Context: an optimization exercise on an open-source flow, tuned for small area and a short achievable clock period. The choices shown serve that exercise and are no tape-out recipe. In this exercise RTL edits were held to simulation tests only and were not proved equivalent to the original.

==> flow/design.v, too long to show whole: its modules and the start of the top module <==
// module mul_pipe_unit: 1128 lines
module mul_pipe_unit #(
   parameter int WIDTH   = 32,
   parameter int LATENCY = 4
) (
   input  logic               clk,
   input  logic               rst,
   input  logic               start,
   input  logic               is_signed,
   input  logic [WIDTH-1:0]   a,
   input  logic [WIDTH-1:0]   b,
   input  logic               flush,
   output logic               busy,
   output logic               done,
   output logic [2*WIDTH-1:0] result,
   output logic [1:0]         dbg_state
);
  // ...
==> flow/flow/run.sh <==
#!/bin/bash
# Own layout flow: the standard flow, with these changes.
#  1. After the standard synthesis, flow/faflip.py re-chooses the polarity of each full-adder cell
#     (FA(~a,~b,~c) = ~FA(a,b,c)) so that most of the inverters Yosys's extract_fa leaves between
#     adders go away. Registers and all other cells are untouched.
#  2. Ports are buffered with sky130_fd_sc_hd__buf_1 instead of the flow's default pick.
#  3. Up to CTS, repair_timing aims 6.6 ns beyond the clock period on the worst path only (no TNS
#     repair); routing and the steps after it run with the standard margin.
# Each step's output goes to a log file of its own here; ORFS's own logs are under orfs/logs.
set -euo pipefail
R=orfs/results/sky130hd/mul_pipe_unit/base
PORTS="BUFFER_PORTS_ARGS=-buffer_cell sky130_fd_sc_hd__buf_1"
bash standard.sh synth > log_synth.txt 2>&1
python3 flow/faflip.py $R/1_2_yosys.v $R/1_2_yosys.faflip.v > log_faflip.txt 2>&1
cp $R/1_2_yosys.v $R/1_2_yosys.orig.v
mv $R/1_2_yosys.faflip.v $R/1_2_yosys.v
rm -f $R/1_synth.odb
touch $R/1_2_yosys.v
bash standard.sh "$PORTS" SETUP_SLACK_MARGIN=6.6 TNS_END_PERCENT=0 cts > log_cts.txt 2>&1
bash standard.sh "$PORTS" finish > log_finish.txt 2>&1
==> flow/flow/faflip.py <==
#!/usr/bin/env python3
"""Re-choose the polarity of full-adder cells in a Yosys netlist to drop inverters.

A full adder with all three inputs inverted gives both outputs inverted:
FA(~a,~b,~c) = (~sum, ~cout). Yosys's extract_fa often picks the inverted form, which leaves an
inv_1 between most pairs of adders. This pass looks through inv_1 cells, picks for each fa cell
whether to flip it so that the fewest inverters remain, and writes the netlist back with one
inverter per signal that some pin still needs in the other polarity. Flip-flops, ports and all
other cells are left as they are.

usage: faflip.py IN.v OUT.v
"""
import re
import sys

INV = "sky130_fd_sc_hd__inv_1"
FA_PREFIX = "sky130_fd_sc_hd__fa_"
OUT_PINS = {"X", "Y", "Q", "Q_N", "SUM", "COUT", "HI", "LO"}

src = open(sys.argv[1]).read()
m = re.search(r"^(module\s.*?;\n)(.*?)^endmodule", src, re.S | re.M)
head, body = m.group(1), m.group(2)
pre, post = src[: m.start()], src[m.end():]

# split body into declarations, cells and assigns
cell_re = re.compile(r"^\s*(sky130_fd_sc_hd__\w+)\s+(\S+)\s*\((.*?)\);\s*$", re.S | re.M)
decl_lines = []
cells = []
assigns = []
pos = 0
for cm in cell_re.finditer(body):
    chunk = body[pos:cm.start()]
    for ln in chunk.splitlines():
        if ln.strip().startswith("assign"):
            assigns.append(ln)
        elif ln.strip():
            decl_lines.append(ln)
    pins = [(p, s.strip()) for p, s in re.findall(r"\.(\w+)\(([^()]*)\)", cm.group(3))]
    cells.append([cm.group(1), cm.group(2), pins])
    pos = cm.end()
for ln in body[pos:].splitlines():
    if ln.strip().startswith("assign"):
        assigns.append(ln)
    elif ln.strip():
        decl_lines.append(ln)

ports = set()
for ln in head.split("(", 1)[1].split(")")[0].split(","):
    ports.add(ln.strip())


def base_name(net):
    n = net.strip()
    if n.startswith("\\"):
        n = n.split()[0]
    return re.sub(r"\[\d+\]$", "", n.lstrip("\\"))


assign_nets = set()
for a in assigns:
    for tok in re.findall(r"\\\S+|[A-Za-z_][\w$]*(?:\s*\[\d+\])?", a):
        assign_nets.add(base_name(tok))

fixed_net = lambda n: base_name(n) in ports or base_name(n) in assign_nets

# inverters we may absorb: inv_1 whose output is an internal net
inv_of = {}     # output net -> input net
inv_cells = set()
for i, (t, n, pins) in enumerate(cells):
    if t == INV:
        d = dict(pins)
        if not fixed_net(d["Y"]):
            inv_of[d["Y"]] = d["A"]
            inv_cells.add(i)


def resolve(net):
    """(base net, polarity) of a net, looking through absorbable inverters."""
    q = 0
    seen = 0
    while net in inv_of and seen < 8:
        net = inv_of[net]
        q ^= 1
        seen += 1
    return net, q


# drivers of base nets
driver = {}
for i, (t, n, pins) in enumerate(cells):
    if i in inv_cells:
        continue
    for p, s in pins:
        if p in OUT_PINS:
            driver[s] = (i, p)

fa_idx = [i for i, c in enumerate(cells) if c[0].startswith(FA_PREFIX)]
# an fa may flip only if none of its output nets is a port or used by an assign
can_flip = {}
for i in fa_idx:
    d = dict(cells[i][2])
    can_flip[i] = not any(fixed_net(d[p]) for p in ("SUM", "COUT") if p in d)

flip = {i: 0 for i in fa_idx}

# consumer pins: (cell index, pin, base, q0)
uses = {}
for i, (t, n, pins) in enumerate(cells):
    if i in inv_cells:
        continue
    for p, s in pins:
        if p in OUT_PINS:
            continue
        b, q = resolve(s)
        uses.setdefault(b, []).append((i, p, q))
# nets used by assigns or ports (outputs) need their own polarity
for b in list(inv_of.keys()):
    pass


def phys_pol(b):
    dv = driver.get(b)
    if dv and dv[0] in flip:
        return flip[dv[0]]
    return 0


def need(b):
    """(needs true copy, needs inverted copy) relative to the physical net of b."""
    pp = phys_pol(b)
    t = f = False
    for (i, p, q) in uses.get(b, []):
        want = q ^ (flip[i] if i in flip else 0)
        if want == pp:
            t = True
        else:
            f = True
    return t, f


def cost_of(b):
    t, f = need(b)
    return 1 if f else 0


def local_nets(i):
    d = dict(cells[i][2])
    nets = set()
    for p in ("A", "B", "CIN"):
        nets.add(resolve(d[p])[0])
    for p in ("SUM", "COUT"):
        if p in d:
            nets.add(d[p])
    return nets


total0 = sum(cost_of(b) for b in set(uses))
improved = True
rounds = 0
while improved and rounds < 20:
    improved = False
    rounds += 1
    for i in fa_idx:
        if not can_flip[i]:
            continue
        nets = local_nets(i)
        before = sum(cost_of(b) for b in nets)
        flip[i] ^= 1
        after = sum(cost_of(b) for b in nets)
        if after < before:
            improved = True
        else:
            flip[i] ^= 1
total1 = sum(cost_of(b) for b in set(uses))
sys.stderr.write(f"faflip: {len(inv_cells)} absorbable inverters, signals needing an inverter "
                 f"{total0} -> {total1}, flipped {sum(flip.values())} of {len(fa_idx)} adders\n")

# rebuild
new_decl = []
counter = [0]


def fresh(prefix):
    counter[0] += 1
    name = f"_faflip_{prefix}{counter[0]}_"
    new_decl.append(f"  wire {name};")
    return name


inv_net = {}   # base -> net carrying the complement of its physical net
phys_net = {}  # base -> physical net name (renamed when the driver flips)
for b in set(uses) | set(driver):
    phys_net[b] = b
for i in fa_idx:
    if flip[i]:
        d = dict(cells[i][2])
        for p in ("SUM", "COUT"):
            if p in d:
                phys_net[d[p]] = fresh("p")

new_cells = []
for b in sorted(set(uses)):
    t, f = need(b)
    if f:
        nm = fresh("n")
        inv_net[b] = nm
        new_cells.append((INV, f"_faflip_inv{counter[0]}_", [("A", phys_net[b]), ("Y", nm)]))

out_cells = []
for i, (t, n, pins) in enumerate(cells):
    if i in inv_cells:
        continue
    newpins = []
    for p, s in pins:
        if p in OUT_PINS:
            newpins.append((p, phys_net.get(s, s)))
            continue
        b, q = resolve(s)
        want = q ^ (flip[i] if i in flip else 0)
        if want == phys_pol(b):
            newpins.append((p, phys_net[b]))
        else:
            newpins.append((p, inv_net[b]))
    out_cells.append((t, n, newpins))
out_cells.extend(new_cells)

# a flipped adder's old output net may still be a consumer-free name: if some pin wanted the
# true value of a flipped signal it now reads the inverter, so the old name is simply unused.
lines = [head]
lines.extend(decl_lines)
lines.extend(new_decl)
for t, n, pins in out_cells:
    pl = ",\n".join(f"    .{p}({s}{' ' if s.startswith(chr(92)) else ''})" for p, s in pins)
    lines.append(f"  {t} {n} (\n{pl}\n  );")
lines.extend(assigns)
open(sys.argv[2], "w").write(pre + "\n".join(lines) + "\nendmodule" + post)
==> flow/standard.sh <==
#!/bin/bash
# synth_recipe.tcl (not shown) runs the flow's synth.tcl, then flattens the netlist and writes it again
# the make line also repeats each setting of config.mk as NAME=value (left out here)
make -C /OpenROAD-flow-scripts/flow DESIGN_CONFIG=/design/flow/config.mk WORK_HOME=/design/flow/orfs CLKGATE_MAP_FILE= SYNTH_SCRIPT=/design/flow/synth_recipe.tcl "${@:-finish}"
==> flow/config.mk <==
export PLATFORM = sky130hd
export DESIGN_NAME = mul_pipe_unit
export DESIGN_NICKNAME = mul_pipe_unit
export VERILOG_FILES = /design/flow/design.v
export SDC_FILE = /design/flow/constraint.sdc
export NUM_CORES = 4
export LEC_CHECK = 0
export CAP_MARGIN = 20
export CORE_MARGIN = 2
export CORE_UTILIZATION = 55
export SLEW_MARGIN = 20
==> flow/constraint.sdc <==
create_clock -name core_clock -period 11.0 [get_ports {clk}]
set_input_delay 2.2000 -clock core_clock [delete_from_list [all_inputs] [get_ports {clk}]]
set_output_delay 2.2000 -clock core_clock [all_outputs]
set_load 0.01 [all_outputs]
==> impl_metrics.json, run 1 <==
{
  "layout_commonest_cell": "a22oi_1",
  "layout_setup_ws_ns": 6.46,
  "fin_crit_sh_pct": 41.3,
  "cp_max_fo": 29,
  "maxUsedRoutingLayer": "met4",
  "core_mm2": 0.0289,
  "drive_gt1_share_pct": 10.8,
  "use_met3_pct": 6.06,
  "place_ws_ns": 5.61,
  "io_pins": 137,
  "rows": 62,
  "rsz0062_at_grt": "no",
  "seqCellArea_mm2": 0.00412,
  "nNetsFinal": 2061,
  "wl_met1_um": 20300,
  "hold_path_end": "result_r[18]",
  "endpoint": "rc[2]",
  "r2r_cells": 14,
  "gp_congestion": 0.821,
  "timing.rr.start": "sel_neg[0]",
  "cpMostUsedCell": "fa_1",
  "critPathKind": "register to register",
  "outcome": "timing/DRC/antenna clean",
  "route.met2.wl_um": 22700,
  "drv_slew": 0,
  "non_clock_inverter_count": 124,
  "multi_input_area_mm2": 0.0109,
  "regMostFlops": "result_r",
  "place_inst": 2029,
  "firstDrtPassIters": 6,
  "ctsHtreeMaxLevel": 4,
  "final_cells": 2137,
  "antenna_found_initial": 0,
  "synthToLayoutAreaGrowth_pct": 11.6,
  "relSlewSlack_pct": 38.5,
  "ff2ff_setup_slack_ns": 6.46
}
==> inputs of run 2 (changes only) <==
--- a/flow/design.v
+++ b/flow/design.v
@@ -22,19 +22,19 @@
    logic [23:0]       bl;       
    logic              bp;       
    logic [5:0]        sel_neg, sel_one, sel_two;    
    logic [5:0]        nx_neg, nx_one, nx_two;       
    logic [12:0]       nb;       
    logic [32:0]       acc;      
    logic [44:0]       sum;
    logic [44:0]       rx, ry;
-   logic [5:0]        dn;       
-   logic [5:0]        dc;       
-   logic [5:0]        rc;       
+   logic [10:0]        dn;       
+   logic [10:0]        dc;       
+   logic [10:0]        rc;       
    logic [39:0]       rhi;      
    wire s1;
    wire c2;
    wire s3;
    wire c4;
    wire s5;
    wire c6;
    wire s7;
@@ -654,104 +654,104 @@
    assign pp5[26] = ((one5 & a_r[26]) | (two5 & a_r[25])) ^ neg5;
    assign pp5[27] = ((one5 & a_r[27]) | (two5 & a_r[26])) ^ neg5;
    assign pp5[28] = ((one5 & a_r[28]) | (two5 & a_r[27])) ^ neg5;
    assign pp5[29] = ((one5 & a_r[29]) | (two5 & a_r[28])) ^ neg5;
    assign pp5[30] = ((one5 & a_r[30]) | (two5 & a_r[29])) ^ neg5;
    assign pp5[31] = ((one5 & a_r[31]) | (two5 & a_r[30])) ^ neg5;
    assign pp5[32] = ((one5 & a_r[32]) | (two5 & a_r[31])) ^ neg5;
    assign pp5[33] = ((one5 & a_r[32]) | (two5 & a_r[32])) ^ neg5;
-   assign s1 = acc[6] ^ dc[1];
-   assign c2 = acc[6] & dc[1];
+   assign s1 = acc[6] ^ dc[2];
+   assign c2 = acc[6] & dc[2];
    assign s3 = acc[8] ^ neg4;
    assign c4 = acc[8] & neg4;
-   assign s5 = acc[9] ^ pp0[9];
-   assign c6 = acc[9] & pp0[9];
+   assign s5 = acc[9] ^ dc[3] ^ pp0[9];
+   assign c6 = (acc[9] & dc[3]) | (acc[9] & pp0[9]) | (dc[3] & pp0[9]);
    assign s7 = acc[10] ^ neg5 ^ pp0[10];
    assign c8 = (acc[10] & neg5) | (acc[10] & pp0[10]) | (neg5 & pp0[10]);
    assign s9 = pp1[8] ^ pp2[6];
    assign c10 = pp1[8] & pp2[6];
    assign s11 = acc[11] ^ pp0[11] ^ pp1[9];
    assign c12 = (acc[11] & pp0[11]) | (acc[11] & pp1[9]) | (pp0[11] & pp1[9]);
    assign s13 = pp2[7] ^ pp3[5];
    assign c14 = pp2[7] & pp3[5];
-   assign s15 = acc[12] ^ dc[2] ^ pp0[12];
-   assign c16 = (acc[12] & dc[2]) | (acc[12] & pp0[12]) | (dc[2] & pp0[12]);
+   assign s15 = acc[12] ^ dc[4] ^ pp0[12];
+   assign c16 = (acc[12] & dc[4]) | (acc[12] & pp0[12]) | (dc[4] & pp0[12]);
    assign s17 = pp1[10] ^ pp2[8] ^ pp3[6];
    assign c18 = (pp1[10] & pp2[8]) | (pp1[10] & pp3[6]) | (pp2[8] & pp3[6]);
    assign s19 = acc[13] ^ pp0[13] ^ pp1[11];
    assign c20 = (acc[13] & pp0[13]) | (acc[13] & pp1[11]) | (pp0[13] & pp1[11]);
    assign s21 = pp2[9] ^ pp3[7];
    assign c22 = pp2[9] & pp3[7];
    assign s23 = acc[14] ^ pp0[14] ^ pp1[12];
    assign c24 = (acc[14] & pp0[14]) | (acc[14] & pp1[12]) | (pp0[14] & pp1[12]);
    assign s25 = pp2[10] ^ pp3[8];
    assign c26 = pp2[10] & pp3[8];
-   assign s27 = acc[15] ^ pp0[15] ^ pp1[13];
-   assign c28 = (acc[15] & pp0[15]) | (acc[15] & pp1[13]) | (pp0[15] & pp1[13]);
-   assign s29 = pp2[11] ^ pp3[9];
-   assign c30 = pp2[11] & pp3[9];
+   assign s27 = acc[15] ^ dc[5] ^ pp0[15];
+   assign c28 = (acc[15] & dc[5]) | (acc[15] & pp0[15]) | (dc[5] & pp0[15]);
+   assign s29 = pp1[13] ^ pp2[11] ^ pp3[9];
+   assign c30 = (pp1[13] & pp2[11]) | (pp1[13] & pp3[9]) | (pp2[11] & pp3[9]);
    assign s31 = acc[16] ^ pp0[16] ^ pp1[14];
    assign c32 = (acc[16] & pp0[16]) | (acc[16] & pp1[14]) | (pp0[16] & pp1[14]);
    assign s33 = pp2[12] ^ pp3[10];
    assign c34 = pp2[12] & pp3[10];
    assign s35 = acc[17] ^ pp0[17] ^ pp1[15];
    assign c36 = (acc[17] & pp0[17]) | (acc[17] & pp1[15]) | (pp0[17] & pp1[15]);
    assign s37 = pp2[13] ^ pp3[11];
    assign c38 = pp2[13] & pp3[11];
-   assign s39 = acc[18] ^ dc[3] ^ pp0[18];
-   assign c40 = (acc[18] & dc[3]) | (acc[18] & pp0[18]) | (dc[3] & pp0[18]);
+   assign s39 = acc[18] ^ dc[6] ^ pp0[18];
+   assign c40 = (acc[18] & dc[6]) | (acc[18] & pp0[18]) | (dc[6] & pp0[18]);
    assign s41 = pp1[16] ^ pp2[14] ^ pp3[12];
    assign c42 = (pp1[16] & pp2[14]) | (pp1[16] & pp3[12]) | (pp2[14] & pp3[12]);
    assign s43 = acc[19] ^ pp0[19] ^ pp1[17];
    assign c44 = (acc[19] & pp0[19]) | (acc[19] & pp1[17]) | (pp0[19] & pp1[17]);
    assign s45 = pp2[15] ^ pp3[13];
    assign c46 = pp2[15] & pp3[13];
    assign s47 = acc[20] ^ pp0[20] ^ pp1[18];
    assign c48 = (acc[20] & pp0[20]) | (acc[20] & pp1[18]) | (pp0[20] & pp1[18]);
    assign s49 = pp2[16] ^ pp3[14];
    assign c50 = pp2[16] & pp3[14];
-   assign s51 = acc[21] ^ pp0[21] ^ pp1[19];
-   assign c52 = (acc[21] & pp0[21]) | (acc[21] & pp1[19]) | (pp0[21] & pp1[19]);
-   assign s53 = pp2[17] ^ pp3[15];
-   assign c54 = pp2[17] & pp3[15];
+   assign s51 = acc[21] ^ dc[7] ^ pp0[21];
+   assign c52 = (acc[21] & dc[7]) | (acc[21] & pp0[21]) | (dc[7] & pp0[21]);
+   assign s53 = pp1[19] ^ pp2[17] ^ pp3[15];
+   assign c54 = (pp1[19] & pp2[17]) | (pp1[19] & pp3[15]) | (pp2[17] & pp3[15]);
    assign s55 = acc[22] ^ pp0[22] ^ pp1[20];
    assign c56 = (acc[22] & pp0[22]) | (acc[22] & pp1[20]) | (pp0[22] & pp1[20]);
    assign s57 = pp2[18] ^ pp3[16];
    assign c58 = pp2[18] & pp3[16];
    assign s59 = acc[23] ^ pp0[23] ^ pp1[21];
    assign c60 = (acc[23] & pp0[23]) | (acc[23] & pp1[21]) | (pp0[23] & pp1[21]);
    assign s61 = pp2[19] ^ pp3[17];
    assign c62 = pp2[19] & pp3[17];
-   assign s63 = acc[24] ^ dc[4] ^ pp0[24];
-   assign c64 = (acc[24] & dc[4]) | (acc[24] & pp0[24]) | (dc[4] & pp0[24]);
+   assign s63 = acc[24] ^ dc[8] ^ pp0[24];
+   assign c64 = (acc[24] & dc[8]) | (acc[24] & pp0[24]) | (dc[8] & pp0[24]);
    assign s65 = pp1[22] ^ pp2[20] ^ pp3[18];
    assign c66 = (pp1[22] & pp2[20]) | (pp1[22] & pp3[18]) | (pp2[20] & pp3[18]);
    assign s67 = acc[25] ^ pp0[25] ^ pp1[23];
    assign c68 = (acc[25] & pp0[25]) | (acc[25] & pp1[23]) | (pp0[25] & pp1[23]);
    assign s69 = pp2[21] ^ pp3[19];
    assign c70 = pp2[21] & pp3[19];
    assign s71 = acc[26] ^ pp0[26] ^ pp1[24];
    assign c72 = (acc[26] & pp0[26]) | (acc[26] & pp1[24]) | (pp0[26] & pp1[24]);
    assign s73 = pp2[22] ^ pp3[20];
    assign c74 = pp2[22] & pp3[20];
-   assign s75 = acc[27] ^ pp0[27] ^ pp1[25];
-   assign c76 = (acc[27] & pp0[27]) | (acc[27] & pp1[25]) | (pp0[27] & pp1[25]);
-   assign s77 = pp2[23] ^ pp3[21];
-   assign c78 = pp2[23] & pp3[21];
+   assign s75 = acc[27] ^ dc[9] ^ pp0[27];
+   assign c76 = (acc[27] & dc[9]) | (acc[27] & pp0[27]) | (dc[9] & pp0[27]);
+   assign s77 = pp1[25] ^ pp2[23] ^ pp3[21];
+   assign c78 = (pp1[25] & pp2[23]) | (pp1[25] & pp3[21]) | (pp2[23] & pp3[21]);
    assign s79 = acc[28] ^ pp0[28] ^ pp1[26];
    assign c80 = (acc[28] & pp0[28]) | (acc[28] & pp1[26]) | (pp0[28] & pp1[26]);
    assign s81 = pp2[24] ^ pp3[22];
    assign c82 = pp2[24] & pp3[22];
    assign s83 = acc[29] ^ pp0[29] ^ pp1[27];
    assign c84 = (acc[29] & pp0[29]) | (acc[29] & pp1[27]) | (pp0[29] & pp1[27]);
    assign s85 = pp2[25] ^ pp3[23];
    assign c86 = pp2[25] & pp3[23];
-   assign s87 = acc[30] ^ dc[5] ^ pp0[30];
-   assign c88 = (acc[30] & dc[5]) | (acc[30] & pp0[30]) | (dc[5] & pp0[30]);
+   assign s87 = acc[30] ^ dc[10] ^ pp0[30];
+   assign c88 = (acc[30] & dc[10]) | (acc[30] & pp0[30]) | (dc[10] & pp0[30]);
    assign s89 = pp1[28] ^ pp2[26] ^ pp3[24];
    assign c90 = (pp1[28] & pp2[26]) | (pp1[28] & pp3[24]) | (pp2[26] & pp3[24]);
    assign s91 = acc[31] ^ pp0[31] ^ pp1[29];
    assign c92 = (acc[31] & pp0[31]) | (acc[31] & pp1[29]) | (pp0[31] & pp1[29]);
    assign s93 = pp2[27] ^ pp3[25];
    assign c94 = pp2[27] & pp3[25];
    assign s95 = 1'b1 ^ ~acc[32] ^ pp0[32];
    assign c96 = (1'b1 & ~acc[32]) | (1'b1 & pp0[32]) | (~acc[32] & pp0[32]);
@@ -892,18 +892,18 @@
    assign s231 = ~pp2[33] ^ pp3[31] ^ pp4[29];
    assign c232 = (~pp2[33] & pp3[31]) | (~pp2[33] & pp4[29]) | (pp3[31] & pp4[29]);
    assign s233 = 1'b1 ^ pp3[32];
    assign c234 = 1'b1 & pp3[32];
    assign s235 = acc[0] ^ dc[0];
    assign c236 = acc[0] & dc[0];
    assign s237 = acc[2] ^ neg1;
    assign c238 = acc[2] & neg1;
-   assign s239 = acc[3] ^ pp0[3];
-   assign c240 = acc[3] & pp0[3];
+   assign s239 = acc[3] ^ dc[1] ^ pp0[3];
+   assign c240 = (acc[3] & dc[1]) | (acc[3] & pp0[3]) | (dc[1] & pp0[3]);
    assign s241 = pp0[4] ^ pp1[2] ^ pp2[0];
    assign c242 = (pp0[4] & pp1[2]) | (pp0[4] & pp2[0]) | (pp1[2] & pp2[0]);
    assign s243 = pp1[3] ^ pp2[1] ^ c104;
    assign c244 = (pp1[3] & pp2[1]) | (pp1[3] & c104) | (pp2[1] & c104);
    assign s245 = pp3[0] ^ c106 ^ s107;
    assign c246 = (pp3[0] & c106) | (pp3[0] & s107) | (c106 & s107);
    assign s247 = c108 ^ c110 ^ s111;
    assign c248 = (c108 & c110) | (c108 & s111) | (c110 & s111);
@@ -1057,21 +1057,26 @@
    assign c396 = (pp5[30] & c312) | (pp5[30] & s313) | (c312 & s313);
    assign s397 = ~pp4[33] ^ pp5[31] ^ c314;
    assign c398 = (~pp4[33] & pp5[31]) | (~pp4[33] & c314) | (pp5[31] & c314);
    assign s399 = 1'b1 ^ pp5[32];
    assign c400 = 1'b1 & pp5[32];
    assign rx  = {1'b1, c400, c398, c396, c394, c392, c390, c388, c386, c384, c382, c380, c378, c376, c374, c372, c370, c368, c366, c364, c362, c360, c358, c356, c354, c352, c350, c348, c346, c344, c342, c340, c338, c336, c334, c332, c330, c328, c326, c324, c322, c320, c318, c316, s315};
    assign ry  = {1'b0, ~pp5[33], s399, s397, s395, s393, s391, s389, s387, s385, s383, s381, s379, s377, s375, s373, s371, s369, s367, s365, s363, s361, s359, s357, s355, s353, s351, s349, s347, s345, s343, s341, s339, s337, s335, s333, s331, s329, s327, s325, s323, s321, s319, s317, pp0[0]};
    assign {dn[0], sum[11:0]} = {1'b0, rx[11:0]} + {1'b0, ry[11:0]};
-   assign {dn[1], sum[17:12]} = {1'b0, rx[17:12]} + {1'b0, ry[17:12]};
-   assign {dn[2], sum[23:18]} = {1'b0, rx[23:18]} + {1'b0, ry[23:18]};
-   assign {dn[3], sum[29:24]} = {1'b0, rx[29:24]} + {1'b0, ry[29:24]};
-   assign {dn[4], sum[35:30]} = {1'b0, rx[35:30]} + {1'b0, ry[35:30]};
-   assign {dn[5], sum[41:36]} = {1'b0, rx[41:36]} + {1'b0, ry[41:36]};
+   assign {dn[1], sum[14:12]} = {1'b0, rx[14:12]} + {1'b0, ry[14:12]};
+   assign {dn[2], sum[17:15]} = {1'b0, rx[17:15]} + {1'b0, ry[17:15]};
+   assign {dn[3], sum[20:18]} = {1'b0, rx[20:18]} + {1'b0, ry[20:18]};
+   assign {dn[4], sum[23:21]} = {1'b0, rx[23:21]} + {1'b0, ry[23:21]};
+   assign {dn[5], sum[26:24]} = {1'b0, rx[26:24]} + {1'b0, ry[26:24]};
+   assign {dn[6], sum[29:27]} = {1'b0, rx[29:27]} + {1'b0, ry[29:27]};
+   assign {dn[7], sum[32:30]} = {1'b0, rx[32:30]} + {1'b0, ry[32:30]};
+   assign {dn[8], sum[35:33]} = {1'b0, rx[35:33]} + {1'b0, ry[35:33]};
+   assign {dn[9], sum[38:36]} = {1'b0, rx[38:36]} + {1'b0, ry[38:36]};
+   assign {dn[10], sum[41:39]} = {1'b0, rx[41:39]} + {1'b0, ry[41:39]};
    assign sum[44:42] = rx[44:42] + ry[44:42];
    assign nb = busy_r ? {bl[11:0], bp} : {b[11:0], 1'b0};
    always_comb begin
       for (int i = 0; i < 6; i++) begin
          nx_neg[i] = nb[2*i+2];
          nx_one[i] = nb[2*i+1] ^ nb[2*i];
          nx_two[i] = (nb[2*i+2] & ~nb[2*i+1] & ~nb[2*i]) | (~nb[2*i+2] & nb[2*i+1] & nb[2*i]);
       end
@@ -1117,12 +1122,12 @@
          dc  <= dn;
       end
       sel_neg <= nx_neg;
       sel_one <= nx_one;
       sel_two <= nx_two;
    end
    assign busy      = busy_r;
    assign done      = done_r;
-   assign rhi       = result_r[63:24] + ((40'(rc[0]) << 12) | (40'(rc[1]) << 18) | (40'(rc[2]) << 24) | (40'(rc[3]) << 30) | (40'(rc[4]) << 36));
+   assign rhi       = result_r[63:24] + ((40'(rc[0]) << 12) | (40'(rc[1]) << 15) | (40'(rc[2]) << 18) | (40'(rc[3]) << 21) | (40'(rc[4]) << 24) | (40'(rc[5]) << 27) | (40'(rc[6]) << 30) | (40'(rc[7]) << 33) | (40'(rc[8]) << 36) | (40'(rc[9]) << 39));
    assign result    = {rhi, result_r[23:0]};
    assign dbg_state = {1'b0, busy_r};
 endmodule
==> run 2 against run 1 <==
Hold slack better by 0.0016 ns. Flip-flop and latch count up 10. Routed wire length decreased by 4.6%. Register-to-register slack lost 0.07 ns. Final cell count fell by 1.5%. Critical path depth fell by 5. Via count shrank 2.2%. Still clean on timing, DRC and antenna.
==> impl_metrics.json, run 2 <==
{
  "layout_setup_ws_ns": 6.32,
  "layout_commonest_cell": "a22oi_1",
  "diodes": 0,
  "avgSynthCellArea_um2": 9.73,
  "fillers": 2629,
  "drc_errors": 0,
  "relSlewSlack_pct": 26.6,
  "drt_iter0_drc": 1164,
  "fmax_mhz": 214,
  "drv_slew": 0,
  "wl_per_cell_um": 21.7,
  "nNetsFinal": 2033,
  "cts_hold_buf": 0,
  "synth_warnings": 1,
  "portBuffers": 135,
  "root_buffer": "clkbuf_16",
  "place_ws_ns": 6.25,
  "start_util_pct": 55.9,
  "critPathLaunchType": "register",
  "setup_viol_count_final": 0,
  "worstPathRequired_ns": 8.80,
  "cp_data_arrival_time_ns": 2.48,
  "fin_worst_skew_ns": 0.0236,
  "cp_max_fo": 4,
  "postSynthCellCount": 1703,
  "critPathKind": "register to primary output",
  "end_kind": "primary output",
  "ant_nets": 0,
  "multi_input_area_mm2": 0.0109,
  "synthToLayoutAreaGrowth_pct": 6.23,
  "cts.clk_slew.worst_paths_ns": 0.08,
  "cts_tree": "yes",
  "clock_sinks": 197,
  "hold_class": "register to register",
  "overflow": 0,
  "tightest_slew_ns": 1.10,
  "whs_ns": 0.455,
  "gp_congestion": 0.899,
  "maxCapViolCount": 0,
  "die_area_mm2": 0.0315,
  "fin_crit_sh_pct": 42.6,
  "hpwlAfterDp_um": 32900,
  "rsz0062_at_grt": "no",
  "regMostFlops": "result_r",
  "core_mm2": 0.0296,
  "grt_first_pass_wirelength_um": 72200,
  "io_pins": 137,
  "synth_nets": 2034,
  "rows": 63,
  "outcome": "timing/DRC/antenna clean",
  "drive_gt1_share_pct": 6.59,
  "ctsHtreeMaxLevel": 4,
  "cts_buffers": 17,
  "antenna_found_initial": 0,
  "seqCellArea_mm2": 0.00428,
  "dieHeight_um": 178,
  "hold_viol": 0,
  "routed_wirelength_um": 45700,
  "firstDrtPassIters": 6,
  "fp.dieW_um": 178,
  "tns_ns": 0,
  "num_vias": 12300,
  "grt_pass1_vias": 12400,
  "grt_usage_pct": 30.5,
  "grt_max_degree": 65,
  "via_per_inst": 5.82,
  "cts_buffer_depth": 2,
  "most-common-layout-cells": "a22oi_1 (192), xnor2_1 (187), fa_1 (182)",
  "largest_reg_flops": 64,
  "synth_area_mm2": 0.0166,
  "final_core_util_pct": 59.4,
  "reg_top3": "result_r x64, a_r x33, acc x33",
  "clk_latency_ns": 0.48,
  "period_minus_slack_ns": 4.68
}
run 2: metal layers:
| layer | part of all wire (%) | vias up | track usage (%) |
|---|---|---|---|
| met4 | 2.5 | 0 | 8.44 |
| li1 | - | 5596 | - |
| met2 | 47 | 473 | 48.5 |
| met1 | 44 | 6125 | 42.3 |
| met3 | 7.4 | 66 | 6.36 |
| met5 | 0 | - | 0 |
run 2: layout make-up:
cell class / count / share of cell area (%)
flip-flops and latches: 197 / 24.3
clock inverters: 15 / 0.988
inverters: 159 / 3.41
repair buffers: 160 / 3.96
well taps: 390 / 2.77
clock buffers: 17 / 2.42
multi-input cells: 1167 / 62.1
run 2: stage by stage:
step / instances / instance area, um2
6_report: 2105 / 17600
4_1_cts: 2105 / 17600
2_1_floorplan: 1703 / 16600
3_3_place_gp: 2071 / 16900
5_1_grt: 2105 / 17600
3_5_place_dp: 2071 / 16900
run 2: critical path: stages (launching register included):
cell	delay, ns
dfxtp_1	0.32
ha_1	0.22
ha_1	0.27
a311oi_4	0.40
o41ai_4	0.12
a21oi_2	0.19
o21ai_2	0.10
nand2_1	0.11
xnor2_1	0.12
buf_1	0.17
run 2: timing repair:
action,CTS,global route
setup endpoints to repair,74,0
gates resized for setup,19,0
setup buffers,2,0
run 2: path summary, 6_finish.rpt:
path	startpoint	to	slack, ns	depth (start not counted)
worst max-delay path	result_r[36]	result[62]	6.32	9
worst min-delay path	bl[8]	result_r[8]	0.46	2
worst min register to register	bl[8]	result_r[8]	0.46	2
worst max register to register	sel_neg[3]	bl[20]	6.39	13

-- re-timing with driven ports --
In the flow no input, the clock included, has a driving cell. The finished layouts below were timed again as built, in two steps.
Step 1, drivers: a clkbuf_16 drives clk and a buf_2 each remaining input, both assumed.
Step 2 adds t to the input delays and takes it off the output delays; t is the mean of the earliest and latest rising clock arrival at the registers after step 1. Input paths then give back, and output paths get back, about the clock's delay inside the block.
a / b / c = ideal ports / drivers / drivers and shift; a / b = the first two.
| run | t, ns | slack for setup (ns) | hold WS [ns] | worst data-port slew with drivers (ns) |
|---|---|---|---|---|
| run 1 | 0.506 | 6.461 / 6.461 / 6.461 | 0.453 / 0.453 / 0.453 | 0.05 |
| run 2 | 0.517 | 6.319 / 6.268 / 6.388 | 0.455 / 0.455 / 0.455 | 0.06 |
After both steps setup and hold are still met in every run listed.
